This design comes from an exercise in tuning for small area, a short achievable clock period and few clock cycles per item on the open sky130 flow, not from production work.
No run shown here included a check of the RTL's function; only the layout flow was run.

<file path="design.v">
package rce_pkg;
    localparam int BOUND_W   = 32;
    localparam int FREQ_W    = 16;
    localparam int TRY_W     = 19;
    localparam int DIV_K     = 2;
    localparam int DIV_CYC   = BOUND_W / DIV_K;
    localparam int DIV_CNT_W = $clog2(DIV_CYC);
    localparam logic OP_ENCODE = 1'b0;
    localparam logic OP_FLUSH  = 1'b1;
endpackage
module rce_muldiv (
    input  logic [rce_pkg::FREQ_W-1:0]  i_r,
    input  logic [rce_pkg::BOUND_W-1:0] i_sq,
    input  logic [rce_pkg::DIV_K-1:0]   i_l,
    input  logic [rce_pkg::FREQ_W-1:0]  i_k0,
    input  logic [rce_pkg::FREQ_W:0]    i_k1c,
    input  logic [rce_pkg::FREQ_W+1:0]  i_k2c,
    input  logic [rce_pkg::FREQ_W:0]    i_k1,
    output logic [rce_pkg::FREQ_W-1:0]  o_r,
    output logic [rce_pkg::BOUND_W-1:0] o_sq,
    output logic [rce_pkg::DIV_K-1:0]   o_qb
);
    localparam int TW = rce_pkg::TRY_W;
    localparam int FW = rce_pkg::FREQ_W;
    always_comb begin
        logic [TW-1:0]               a, y0, y1, y2, k1, k1c, k2c, k2;
        logic [FW-1:0]               r;
        logic [rce_pkg::BOUND_W-1:0] sq;
        logic                        b, l, p1, p2, one;
        r  = i_r;
        sq = i_sq;
        k1  = {{(TW-FW-1){i_k1[FW]}}, i_k1};
        k1c = {{(TW-FW-1){i_k1c[FW]}}, i_k1c};
        k2c = {{(TW-FW-2){i_k2c[FW+1]}}, i_k2c};
        k2  = {k1[TW-2:0], 1'b0};
        for (int k = 0; k < rce_pkg::DIV_K; k++) begin
            b   = sq[rce_pkg::BOUND_W-1];
            l   = i_l[rce_pkg::DIV_K-1-k];
            a   = {2'd0, r, 1'b0};
            y0  = a + (b ? {3'd0, i_k0} : '0);
            y1  = a + (b ? k1c : k1);
            y2  = a + (b ? k2c : k2);
            p1  = !y1[TW-1];
            p2  = !y2[TW-1];
            r   = p2 ? y2[FW-1:0] : (p1 ? y1[FW-1:0] : y0[FW-1:0]);
            one = p1 && !p2;
            sq  = {sq[rce_pkg::BOUND_W-2:0], one ^ l};
            o_qb[rce_pkg::DIV_K-1-k] = p2 || (one && l);
        end
        o_r  = r;
        o_sq = sq;
    end
endmodule
module range_coder_encoder_top (
    input  logic        i_clk,
    input  logic        i_rst_n,
    input  logic        i_s_axis_tvalid,
    output logic        o_s_axis_tready,
    input  logic [47:0] i_s_axis_tdata,   
    input  logic        i_s_axis_tuser,   
    output logic        o_m_axis_tvalid,
    input  logic        i_m_axis_tready,
    output logic [7:0]  o_m_axis_tdata,   
    output logic        o_m_axis_tlast
);
    localparam int W  = rce_pkg::BOUND_W;
    localparam int F  = rce_pkg::FREQ_W;
    localparam int K  = rce_pkg::DIV_K;
    typedef enum logic {
        S_IDLE = 1'b0,
        S_DIV  = 1'b1
    } t_state;
    t_state                        r_state;
    logic [rce_pkg::DIV_CNT_W-1:0] r_cnt;
    logic [1:0]                    r_ecnt;
    logic                          r_pend, r_flush, r_hold, r_inv;
    logic                          r_ov, r_ol;
    logic [7:0]                    r_ob;
    logic [W-1:0]                  r_low, r_high;
    logic [F-1:0]                  r_k0_lo, r_k0_hi;
    logic [F:0]                    r_k1, r_k1c_lo, r_k1c_hi;
    logic [F+1:0]                  r_k2c_lo, r_k2c_hi;
    logic [F-1:0]                  r_r_lo, r_r_hi;
    logic [W-1:0]                  r_sq_lo, r_sq_hi;
    logic [F-1:0]   in_cum, in_fr, in_tot;
    logic [F:0]     in_sum;
    logic           op_flush, op_valid, offered;
    logic [W-1:0]   cur_low, cur_high, ch_s, ch_c;
    logic [W:0]     span, span_b;
    logic           full, top_eq, emit, emit_last, emit_end, out_free, start, last;
    logic [F-1:0]   n_r_lo, n_r_hi;
    logic [W-1:0]   n_sq_lo, n_sq_hi;
    logic [K-1:0]   n_qb_lo, n_qb_hi;
    assign in_cum   = i_s_axis_tdata[F-1:0];
    assign in_fr    = i_s_axis_tdata[F +: F];
    assign in_tot   = i_s_axis_tdata[2*F +: F];
    assign in_sum   = {1'b0, in_cum} + {1'b0, in_fr};
    assign op_flush = (i_s_axis_tuser == rce_pkg::OP_FLUSH);
    assign op_valid = (in_fr != '0) && (in_tot != '0) && (in_sum <= {1'b0, in_tot});
    assign offered  = i_s_axis_tvalid && !op_flush && op_valid;
    assign cur_low  = r_sq_lo + {r_low[W-2:0], 1'b0};
    assign ch_s     = ~(r_sq_hi ^ {r_high[W-2:0], 1'b0});
    assign ch_c     = {(r_sq_hi[W-2:0] | {r_high[W-3:0], 1'b0}), 1'b0};
    assign cur_high = ch_s + ch_c;
    assign top_eq    = (cur_low[31:24] == cur_high[31:24]);
    assign emit      = (r_state == S_IDLE) && (r_flush || (r_pend && top_eq));
    assign emit_last = (r_ecnt == 2'd3) || (!r_flush && (cur_low[23:16] != cur_high[23:16]));
    assign emit_end  = emit && !r_flush && emit_last;
    assign out_free  = !r_ov || i_m_axis_tready;
    assign span_b = {1'b0, cur_high} - {1'b0, cur_low} + 33'd1;
    assign span   = emit_end ? {span_b[W-8:0], 8'h00} : span_b;
    assign full   = span[W];
    assign start = (r_state == S_IDLE) && (!emit || (emit_end && out_free)) && offered;
    assign last  = (r_cnt == rce_pkg::DIV_CNT_W'(rce_pkg::DIV_CYC - 1));
    always_comb begin
        o_s_axis_tready = 1'b0;
        if (r_state == S_IDLE) begin
            o_s_axis_tready = !r_pend && !r_flush && (op_flush || (r_hold && r_inv));
        end else begin
            o_s_axis_tready = last;
        end
    end
    rce_muldiv u_lo (
        .i_r(r_r_lo), .i_sq(r_sq_lo), .i_l(r_low[W-1 -: K]),
        .i_k0(r_k0_lo), .i_k1c(r_k1c_lo), .i_k2c(r_k2c_lo), .i_k1(r_k1),
        .o_r(n_r_lo), .o_sq(n_sq_lo), .o_qb(n_qb_lo)
    );
    rce_muldiv u_hi (
        .i_r(r_r_hi), .i_sq(r_sq_hi), .i_l(r_low[W-1 -: K]),
        .i_k0(r_k0_hi), .i_k1c(r_k1c_hi), .i_k2c(r_k2c_hi), .i_k1(r_k1),
        .o_r(n_r_hi), .o_sq(n_sq_hi), .o_qb(n_qb_hi)
    );
    always_ff @(posedge i_clk) begin
        r_k0_lo  <= in_cum;
        r_k0_hi  <= in_sum[F-1:0];
        r_k1     <= -{1'b0, in_tot};
        r_k1c_lo <= {1'b0, in_cum} - {1'b0, in_tot};
        r_k1c_hi <= in_sum - {1'b0, in_tot};
        r_k2c_lo <= {2'd0, in_cum} - {1'b0, in_tot, 1'b0};
        r_k2c_hi <= {1'b0, in_sum} - {1'b0, in_tot, 1'b0};
        r_inv    <= !op_valid;
        r_r_lo <= n_r_lo;
        r_r_hi <= n_r_hi;
        if (r_state == S_IDLE) begin
            r_r_lo <= full ? in_cum : '0;
            r_r_hi <= full ? in_sum[F-1:0] : '0;
        end
        if (!i_rst_n) begin
            r_state <= S_IDLE;
            r_cnt   <= '0;
            r_ecnt  <= '0;
            r_pend  <= 1'b0;
            r_flush <= 1'b0;
            r_hold  <= 1'b0;
            r_ov    <= 1'b0;
            r_low   <= '0;
            r_high  <= '0;
            r_sq_lo <= '0;
            r_sq_hi <= '0;
        end else begin
            r_hold <= i_s_axis_tvalid && !o_s_axis_tready;
            if (out_free) r_ov <= 1'b0;
            case (r_state)
                S_IDLE: begin
                    if (emit) begin
                        if (out_free) begin
                            r_ov    <= 1'b1;
                            r_ob    <= r_flush ? cur_low[W-1:W-8] : cur_high[W-1:W-8];
                            r_ol    <= emit_last;
                            r_ecnt  <= r_ecnt + 2'd1;
                            r_sq_lo <= {r_sq_lo[W-9:0], 8'h00};
                            r_low   <= {r_low[W-9:0], 8'h00};
                            if (!r_flush) begin
                                r_sq_hi <= {r_sq_hi[W-9:0], 8'h00};
                                r_high  <= {r_high[W-9:0], 8'h00};
                            end
                            if (emit_last) begin
                                r_pend  <= 1'b0;
                                r_flush <= 1'b0;
                            end
                        end
                    end else begin
                        r_pend <= 1'b0;
                        r_ecnt <= '0;
                        if (o_s_axis_tready && i_s_axis_tvalid && op_flush) begin
                            r_flush <= 1'b1;
                        end
                    end
                    if (start) begin
                        r_state <= S_DIV;
                        r_cnt   <= '0;
                        r_sq_lo <= span[W-1:0];
                        r_sq_hi <= span[W-1:0];
                        r_low   <= emit_end ? {cur_low[W-9:0], 8'h00} : cur_low;
                    end
                end
                S_DIV: begin
                    r_cnt   <= r_cnt + 1'b1;
                    r_sq_lo <= n_sq_lo;
                    r_sq_hi <= n_sq_hi;
                    r_low   <= {r_low[W-K-1:0], n_qb_lo};
                    r_high  <= {r_high[W-K-1:0], n_qb_hi};
                    if (last) begin
                        r_state <= S_IDLE;
                        r_pend  <= 1'b1;
                        r_ecnt  <= '0;
                    end
                end
                default: r_state <= S_IDLE;
            endcase
        end
    end
    assign o_m_axis_tvalid = r_ov;
    assign o_m_axis_tdata  = r_ob;
    assign o_m_axis_tlast  = r_ol;
endmodule
</file>
<file path="run.sh">
#!/bin/bash
# synth_recipe.tcl (not shown) runs the flow's synth.tcl, then flattens the netlist and writes it again
# the make line also repeats each setting of config.mk as NAME=value (left out here)
make -C /OpenROAD-flow-scripts/flow DESIGN_CONFIG=/design/flow/config.mk WORK_HOME=/design/flow/orfs CLKGATE_MAP_FILE= SYNTH_SCRIPT=/design/flow/synth_recipe.tcl finish
</file>
<file path="config.mk">
export PLATFORM = sky130hd
export DESIGN_NAME = range_coder_encoder_top
export DESIGN_NICKNAME = range_coder_encoder_top
export VERILOG_FILES = /design/flow/design.v
export SDC_FILE = /design/flow/constraint.sdc
export NUM_CORES = 4
export LEC_CHECK = 0
export ABC_CLOCK_PERIOD_IN_PS = 4000
export CAP_MARGIN = 20
export CORE_MARGIN = 2
export CORE_UTILIZATION = 40
export SETUP_SLACK_MARGIN = 5
export SLEW_MARGIN = 20
</file>
<file path="constraint.sdc">
create_clock -name core_clock -period 11.0 [get_ports {i_clk}]
set_input_delay 2.2000 -clock core_clock [delete_from_list [all_inputs] [get_ports {i_clk}]]
set_output_delay 2.2000 -clock core_clock [all_outputs]
set_load 0.01 [all_outputs]
</file>
==> impl_metrics.toml, run 1 <==
[routing]
routedWlPerCell_um = 20.8
post-route-drc-count = 0
dr.pass1.iters = 6
routed_wl_um = 108000
vias = 30400
detail_route.vias_per_cell = 5.86
postRouteAntennaNets = 0
first_iter_violations = 2793

[floorplanning]
start_util = 0.402
chipHeight_um = 280
row_count = 101
core_area_mm2 = 0.0757
dieArea_mm2 = 0.0783
ios = 64
die_w_um = 280

[setup_path]
path_delay_family = "compound AO/OA/AOI/OAI gates"
slowest_delay_ns = 0.48
worst-path-max-fanout = 11
path_cells = "buf_8 -> ha_4 -> fa_2 -> a21o_1 -> a21oi_2 -> o21a_2 -> nor2_2 -> a21oi_2 -> xnor2_2 -> ha_1 -> nand4_1 -> or4_4 -> o22ai_2 -> and3_4 -> nand2_4 -> a211oi_4 -> a21oi_2 -> o21ai_4 -> buf_12 -> buf_6 -> o311ai_1 -> o221a_2"
cp_slowest_cell = "or4_4"
critPathBufInv = 3
cp-end-kind = "flip-flop"
cp_data_required_time_ns = 11.46
path_class = "input pin to flip-flop"
cp_common_cell = "a21oi_2"
critical_path_arrival_ns = 6.45
startpoint_type = "input pin"

[synth]
synth_area_mm2 = 0.0304
synth_edf_count = 9
synth_cell_types = 91
synthTopCellsByCount = "nand2_1 (548), ha_1 (419), nor2_1 (302), dfxtp_1 (288), a21oi_1 (284)"
ys.flop_type = "dfxtp_1"
yosysTopAreaCellShare = 0.189
ys_warn_count = 2
synth.net_count = 4525
synth.ff_latch_count = 297
synth_top_cell_by_area = "dfxtp_1"
synth_area_leaders = "dfxtp_1 (19%), ha_1 (17%), nand2_1 (6.8%), xnor2_1 (5.6%), a21oi_1 (4.7%)"
synth-seq-area-share = 0.198
synth-async-reset-ratio = 0
avgSynthCellArea_um2 = 7.55
synth_most_common_cell = "nand2_1"
syn_inst = 4033

[clock_tree]
cts_num_sinks = 297
tritoncts = "done"
clockBufferDepth = 3
clk_pin_slew_ns = 0.06
htree_levels = 2
cts_root_buffer = "clkbuf_16"
insertion_delay_ns = 0.58
cts_made_buffers = 37

[sta]
setup_tns_ns = 0
tightest_slew_ns = 0.853
worst_slew_margin_rel = 0.431
slew_viol_final = 0
grt_setup_unrepaired = "yes"
holdWs_ns = 0.466
fmax_mhz = 167
layout_min_cycle_time_ns = 5.98
setup_viol = 0
clock_skew_ns = 0.0310
hold_viol = 0
timing.final.crit_share = 0.544

[finish]
multi_input_area_mm2 = 0.0248
fill_cells = 7321
final_layout_size_suffix_gt1_frac = 0.139
regArea_mm2 = 0.00605
area_growth_pct = 21.2
antenna-diode-count = 0
fin_nets = 4671

[placement]
place.gp.congestion = 0.933
dp_hpwl_um = 77500
numPortBuffers = 63

[run]
maxCapViolCount = 0

[global_routing]
grt_usage = 0.257
grt_pass1_vias = 27800
grt_max_degree = 75
grt_overflow = 0
grt_first_pass_wirelength_um = 159000
antenna_found_initial = 0

[run_status]
run_status = "finished clean"

[hold_path]
hold_class = "flip-flop to flip-flop"
[worst min-delay path: stages, from the launching register on]
cell and delay (ns):
dfxtp_2 0.32, nand2_1 0.05, a21oi_1 0.05
[sequential cells by signal (all words and copies together) (netlist names), 4 cells and up, named ones only]
register,cells
r_low,32
r_high,31
r_k2c_lo,18
r_k0_lo,15
r_cnt,4
r_sq_lo,32
r_k2c_hi,18
r_r_lo,16
r_k0_hi,15
r_k1c_lo,17
r_k1,17
r_r_hi,16
r_ob,8
r_sq_hi,32
r_k1c_hi,17
[stage by stage]
stage / std cells / cell area (µm²) / utilization / setup WS (ns)
2_1_floorplan: 4033 / 30500 / - / 4.96
3_3_place_gp: 4960 / 32000 / 0.423 / 2.64
3_5_place_dp: 4960 / 32000 / 0.423 / 2.57
4_1_cts: 5099 / 35100 / 0.464 / 5.00
5_1_grt: 5181 / 36900 / 0.487 / 4.89
6_report: 5181 / 36900 / 0.487 / 5.02
[worst paths after layout]
check | from | end | slack, ns | depth (start not counted)
setup / recovery | i_s_axis_tdata[16] | r_sq_hi[28]$_SDFFE_PN0P_ | 5.02 | 22
hold reg to reg | r_high[0]$_SDFFE_PN0P_ | r_high[0]$_SDFFE_PN0P_ | 0.47 | 2
hold / removal | r_high[0]$_SDFFE_PN0P_ | r_high[0]$_SDFFE_PN0P_ | 0.47 | 2
setup reg to reg | r_high[0]$_SDFFE_PN0P_ | r_sq_hi[28]$_SDFFE_PN0P_ | 5.11 | 31
[cell usage in the layout, fill, tap and decap left out, drive strengths merged, types with 56 or more instances in the layout]
cell type and count:
nand2 553, ha 419, o21ai 306, nor2 304
dfxtp 288, a21oi 284, inv 259, xnor2 195
buf 167, a21o 96, and2 91, nand2b 86
xor2 81, nor3 75, nand3 68, clkbuf 63
o21a 56
[routing by layer]
layer	global-route usage	vias to the layer above	part of all wire
met5	0	-	0
met4	0.0821	0	0.036
met3	0.0314	203	0.062
met2	0.436	1051	0.46
met1	0.339	14300	0.44
li1	-	14800	-
[cell type report]
cell class,instances,area share
tap,978,0.0332
clock inverter,15,0.00441
timing repair buffer,239,0.0714
multi-input combinational,3343,0.672
inverter,261,0.0267
clock buffer,48,0.0285
sequential,297,0.164
[timing repair]
item	in CTS	in global routing
endpoints found under the setup margin	174	153
gates cloned	13	14
pin swaps	75	111
setup buffers	63	68
hold buffers	0	0
gates resized for setup	273	210
[cell families (layout without fill, tap and decap cells)]
family,after synthesis,count (layout),synth area share
adders and majority gates,439,439,0.185
muxes,54,54,0.0185
xor gates and xnor gates,277,277,0.0804
buffers and inverters,399,563,0.0504
AOI/OAI and AO/OA,1233,1233,0.266
DFF,297,297,0.198
and+or+nand+nor,1334,1340,0.201
==> run 2, diff against run 1 <==
--- a/design.v
+++ b/design.v
@@ -10,6 +10,7 @@
 endpackage
 module rce_muldiv (
     input  logic [rce_pkg::FREQ_W-1:0]  i_r,
+    input  logic [rce_pkg::DIV_K-1:0]   i_b,
     input  logic [rce_pkg::BOUND_W-1:0] i_sq,
     input  logic [rce_pkg::DIV_K-1:0]   i_l,
     input  logic [rce_pkg::FREQ_W-1:0]  i_k0,
@@ -34,7 +35,7 @@
         k2c = {{(TW-FW-2){i_k2c[FW+1]}}, i_k2c};
         k2  = {k1[TW-2:0], 1'b0};
         for (int k = 0; k < rce_pkg::DIV_K; k++) begin
-            b   = sq[rce_pkg::BOUND_W-1];
+            b   = i_b[rce_pkg::DIV_K-1-k];
             l   = i_l[rce_pkg::DIV_K-1-k];
             a   = {2'd0, r, 1'b0};
             y0  = a + (b ? {3'd0, i_k0} : '0);
@@ -42,7 +43,7 @@
             y2  = a + (b ? k2c : k2);
             p1  = !y1[TW-1];
             p2  = !y2[TW-1];
-            r   = p2 ? y2[FW-1:0] : (p1 ? y1[FW-1:0] : y0[FW-1:0]);
+            r   = ({FW{p2}} & y2[FW-1:0]) | ({FW{p1 & !p2}} & y1[FW-1:0]) | ({FW{!p1}} & y0[FW-1:0]);
             one = p1 && !p2;
             sq  = {sq[rce_pkg::BOUND_W-2:0], one ^ l};
             o_qb[rce_pkg::DIV_K-1-k] = p2 || (one && l);
@@ -73,7 +74,7 @@
     t_state                        r_state;
     logic [rce_pkg::DIV_CNT_W-1:0] r_cnt;
     logic [1:0]                    r_ecnt;
-    logic                          r_pend, r_flush, r_hold, r_inv;
+    logic                          r_pend, r_flush, r_pform, r_full, r_hold, r_inv;
     logic                          r_ov, r_ol;
     logic [7:0]                    r_ob;
     logic [W-1:0]                  r_low, r_high;
@@ -87,7 +88,7 @@
     logic           op_flush, op_valid, offered;
     logic [W-1:0]   cur_low, cur_high, ch_s, ch_c;
     logic [W:0]     span, span_b;
-    logic           full, top_eq, emit, emit_last, emit_end, out_free, start, last;
+    logic           full, top_eq, emit, emit_last, emit_end, out_free, conv, start, last;
     logic [F-1:0]   n_r_lo, n_r_hi;
     logic [W-1:0]   n_sq_lo, n_sq_hi;
     logic [K-1:0]   n_qb_lo, n_qb_hi;
@@ -103,14 +104,15 @@
     assign ch_c     = {(r_sq_hi[W-2:0] | {r_high[W-3:0], 1'b0}), 1'b0};
     assign cur_high = ch_s + ch_c;
     assign top_eq    = (cur_low[31:24] == cur_high[31:24]);
-    assign emit      = (r_state == S_IDLE) && (r_flush || (r_pend && top_eq));
+    assign emit      = (r_state == S_IDLE) && !r_pform && (r_flush || (r_pend && top_eq));
     assign emit_last = (r_ecnt == 2'd3) || (!r_flush && (cur_low[23:16] != cur_high[23:16]));
     assign emit_end  = emit && !r_flush && emit_last;
     assign out_free  = !r_ov || i_m_axis_tready;
     assign span_b = {1'b0, cur_high} - {1'b0, cur_low} + 33'd1;
     assign span   = emit_end ? {span_b[W-8:0], 8'h00} : span_b;
-    assign full   = span[W];
-    assign start = (r_state == S_IDLE) && (!emit || (emit_end && out_free)) && offered;
+    assign full   = r_pform ? r_full : span[W];
+    assign conv  = (r_state == S_IDLE) && !r_pform && !r_flush && (!emit || (emit_end && out_free));
+    assign start = (r_state == S_IDLE) && !r_flush && (r_pform || conv) && offered;
     assign last  = (r_cnt == rce_pkg::DIV_CNT_W'(rce_pkg::DIV_CYC - 1));
     always_comb begin
         o_s_axis_tready = 1'b0;
@@ -121,12 +123,12 @@
         end
     end
     rce_muldiv u_lo (
-        .i_r(r_r_lo), .i_sq(r_sq_lo), .i_l(r_low[W-1 -: K]),
+        .i_r(r_r_lo), .i_b(r_sq_lo[W-1 -: K]), .i_sq(r_sq_lo), .i_l(r_low[W-1 -: K]),
         .i_k0(r_k0_lo), .i_k1c(r_k1c_lo), .i_k2c(r_k2c_lo), .i_k1(r_k1),
         .o_r(n_r_lo), .o_sq(n_sq_lo), .o_qb(n_qb_lo)
     );
     rce_muldiv u_hi (
-        .i_r(r_r_hi), .i_sq(r_sq_hi), .i_l(r_low[W-1 -: K]),
+        .i_r(r_r_hi), .i_b(r_sq_lo[W-1 -: K]), .i_sq(r_sq_hi), .i_l(r_low[W-1 -: K]),
         .i_k0(r_k0_hi), .i_k1c(r_k1c_hi), .i_k2c(r_k2c_hi), .i_k1(r_k1),
         .o_r(n_r_hi), .o_sq(n_sq_hi), .o_qb(n_qb_hi)
     );
@@ -151,6 +153,7 @@
             r_ecnt  <= '0;
             r_pend  <= 1'b0;
             r_flush <= 1'b0;
+            r_pform <= 1'b0;
             r_hold  <= 1'b0;
             r_ov    <= 1'b0;
             r_low   <= '0;
@@ -185,13 +188,21 @@
                         if (o_s_axis_tready && i_s_axis_tvalid && op_flush) begin
                             r_flush <= 1'b1;
                         end
+                        if (r_pform && r_flush) begin
+                            r_sq_lo <= r_low;
+                            r_low   <= '0;
+                            r_pform <= 1'b0;
+                        end
+                    end
+                    if (conv) begin
+                        r_sq_lo <= span[W-1:0];
+                        r_full  <= span[W];
+                        r_low   <= emit_end ? {cur_low[W-9:0], 8'h00} : cur_low;
+                        r_pform <= 1'b1;
                     end
                     if (start) begin
                         r_state <= S_DIV;
                         r_cnt   <= '0;
-                        r_sq_lo <= span[W-1:0];
-                        r_sq_hi <= span[W-1:0];
-                        r_low   <= emit_end ? {cur_low[W-9:0], 8'h00} : cur_low;
                     end
                 end
                 S_DIV: begin
@@ -203,6 +214,7 @@
                     if (last) begin
                         r_state <= S_IDLE;
                         r_pend  <= 1'b1;
+                        r_pform <= 1'b0;
                         r_ecnt  <= '0;
                     end
                 end
==> impl_metrics.toml, run 2 <==
[synth]
avgSynthCellArea_um2 = 7.67
synth_top_cell_by_area = "dfxtp_1"
synthTopCellsByCount = "nand2_1 (537), ha_1 (419), a21oi_1 (301), dfxtp_1 (289), nor2_1 (252)"
ys.flop_type = "dfxtp_1"
synth_area_mm2 = 0.0300
synth-seq-area-share = 0.203
ys_warn_count = 2
yosysTopAreaCellShare = 0.193
synth_edf_count = 10
synth.ff_latch_count = 299
synth_cell_types = 97
syn_inst = 3912
synth_most_common_cell = "nand2_1"
synth.net_count = 4404
synth_area_leaders = "dfxtp_1 (19%), ha_1 (17%), nand2_1 (6.7%), xnor2_1 (5.9%), a21oi_1 (5.0%)"
synth-async-reset-ratio = 0

[setup_path]
worst-path-max-fanout = 4
slowest_delay_ns = 0.44
cp_data_required_time_ns = 11.50
critical_path_arrival_ns = 6.59
cp_common_cell = "ha_4"
worst_r2r_endpoint = "r_sq_lo[26]$_SDFFE_PN0P_"
path_delay_family = "compound AO/OA/AOI/OAI gates"
reg2reg_from = "r_high[0]$_SDFFE_PN0P_"
cp-end-kind = "flip-flop"
rr_worst_depth = 30
critPathBufInv = 8
path_class = "flip-flop to flip-flop"
r2r_slack_ns = 4.90
cp_slowest_cell = "or4_4"
startpoint_type = "flip-flop"

[placement]
pre_cts_ws_ns = 2.83
numPortBuffers = 63
dp_hpwl_um = 79800
dp.cells = 4831
place.gp.congestion = 0.943

[global_routing]
grt_max_degree = 103
grt_overflow = 0
antenna_found_initial = 3
grt_pass1_vias = 27500
grt_first_pass_wirelength_um = 161000
grt_usage = 0.265

[finish]
final_common_cell = "nand2_1"
antenna-diode-count = 0
final_cell_mix = "nand2_1 (507), ha_1 (396), dfxtp_1 (283), a21oi_1 (280), nor2_1 (247)"
final_util = 0.477
fin_cells = 5012
final_layout_size_suffix_gt1_frac = 0.116
largestRegisters = "r_low x32, r_sq_hi x32, r_sq_lo x32"
fin_nets = 4508
area_growth_pct = 18.1

[clock_tree]
tritoncts = "done"
clockBufferDepth = 3
postCtsHoldBufs = 0
cts_num_sinks = 299
cts_made_buffers = 37
clk_pin_slew_ns = 0.06
htree_levels = 2
cts_root_buffer = "clkbuf_16"
insertion_delay_ns = 0.57

[routing]
postRouteAntennaNets = 0
routedWlPerCell_um = 21.6
dr.pass1.iters = 7
detail_route.vias_per_cell = 5.96
vias = 29900
first_iter_violations = 3109
routed_wl_um = 108000
post-route-drc-count = 0

[sta]
setup_viol = 0
grt_setup_unrepaired = "yes"
worst_slew_margin_rel = 0.248
setup_tns_ns = 0
hold_viol = 0
timing.final.crit_share = 0.554
timing.final.ws_setup_ns = 4.90
fmax_mhz = 164
tightest_slew_ns = 1.13
clock_skew_ns = 0.0188
layout_min_cycle_time_ns = 6.10
slew_viol_final = 0

[floorplanning]
chipHeight_um = 278
start_util = 0.404
row_count = 100
ios = 64
dieArea_mm2 = 0.0772
core_area_mm2 = 0.0743
die_w_um = 278

[run_status]
run_status = "finished clean"

[hold_path]
min_path_cells = 2
hold_class = "flip-flop to flip-flop"
hold_path_end = "r_sq_hi[30]$_SDFFE_PN0P_"
hp-start = "r_sq_hi[30]$_SDFFE_PN0P_"

[run]
maxCapViolCount = 0
[run 2: cell count changes after synthesis, moves of 14 or more]
| cell | delta |
|---|---|
| a211oi_1 | +36 |
| a21oi_1 | +17 |
| a221o_1 | +18 |
| a221oi_1 | +38 |
| and2_1 | -14 |
| clkbuf_1 | +18 |
| inv_1 | -16 |
| nand2b_1 | -32 |
| nor2_1 | -50 |
| o211a_1 | +24 |
| o211ai_1 | -22 |
| o21ai_0 | -49 |
[run 2: kinds of logic after synthesis]
| group | count (synthesis) | synth area share |
|---|---|---|
| compound gates | 1223 | 0.274 |
| xor+xnor | 288 | 0.0841 |
| fa+ha+maj | 439 | 0.188 |
| buf+inv | 387 | 0.0490 |
| flops | 299 | 0.203 |
| mux | 44 | 0.0150 |
| simple gates | 1232 | 0.188 |
[run 2: worst max path at each step]
stage | end | cells after the start | from
final | r_sq_lo[26]$_SDFFE_PN0P_ | 30 | r_high[0]$_SDFFE_PN0P_
after global routing | r_sq_lo[0]$_SDFFE_PN0P_ | 29 | r_high[0]$_SDFFE_PN0P_
after CTS | r_r_lo[2]$_DFF_P_ | 26 | r_sq_lo[31]$_SDFFE_PN0P_
after detailed placement | r_sq_lo[0]$_SDFFE_PN0P_ | 24 | r_sq_lo[31]$_SDFFE_PN0P_
after global placement | r_sq_lo[0]$_SDFFE_PN0P_ | 24 | r_sq_lo[31]$_SDFFE_PN0P_
after floorplan | r_cnt[0]$_SDFFE_PN0P_ | 19 | i_s_axis_tdata[0]
[run 2: stage by stage]
stage | hold WS (ns) | area [µm²]
3_5_place_dp | 0.459 | 31600
5_1_grt | 0.487 | 35400
4_1_cts | 0.472 | 34300
2_1_floorplan | 0.438 | 30000
6_report | 0.467 | 35400
3_3_place_gp | 0.456 | 31600
[run 2: cell type report]
| class | count | area [µm²] |
|---|---|---|
| multi-input combinational | 3226 | 23700 |
| inverter | 247 | 946 |
| fill | 7312 | 38900 |
| clock buffer | 48 | 1060 |
| sequential | 299 | 6100 |
| clock inverter | 18 | 183 |
| timing repair buffer | 205 | 2200 |
| tap | 969 | 1210 |
[run 2: repair_timing]
| item | 4_1_cts | 5_1_grt |
|---|---|---|
| pin swaps | 51 | 123 |
| cloned | 8 | 2 |
| gates resized for setup | 156 | 210 |
| endpoints found under the setup margin | 181 | 113 |
| buffers inserted | 63 | 42 |
[run 2: worst min-delay path, cell delays in order (launching register included)]
cell,delay [ns]
dfxtp_1,0.29
inv_1,0.06
a211oi_1,0.06
[run 2: routing by layer]
metal,track usage,up-vias,wire length [µm]
met4,0.0714,4,2810
met3,0.0552,179,10400
met5,0,-,27
met2,0.386,1242,44600
met1,0.390,14100,50200
li1,-,14400,-

[what the ideal ports hide]
No port has a modelled driver above. Below, the same layouts with a new extraction and two added sets of constraints. Step 1 assumes that a clkbuf_16 drives the clock port and a buf_2 every other input. Step 2 moves the port delays by t, midway between the first and last clock arrival at a register: inputs arrive t later, outputs are due t later. That takes back most of the time a late clock gives input paths. Slacks: ideal ports / drivers / drivers and shift; pairs: ideal ports / drivers.
run | t, ns | slack for setup (ns) | hold WS [ns] | latest minus earliest clock arrival (ns) | worst register clock-pin slew, ns
run 1 | 0.628 | 5.016 / 5.040 / 4.412 | 0.466 / 0.466 / 0.466 | 0.031 / 0.032 | 0.07 / 0.07
run 2 | 0.619 | 4.905 / 4.905 / 4.519 | 0.467 / 0.467 / 0.467 | 0.022 / 0.022 | 0.07 / 0.07
After both steps setup and hold are still met in every run listed. For run 1, which loses most, drivers alone change the setup slack by +0.024 ns; drivers and shift together by -0.604 ns.
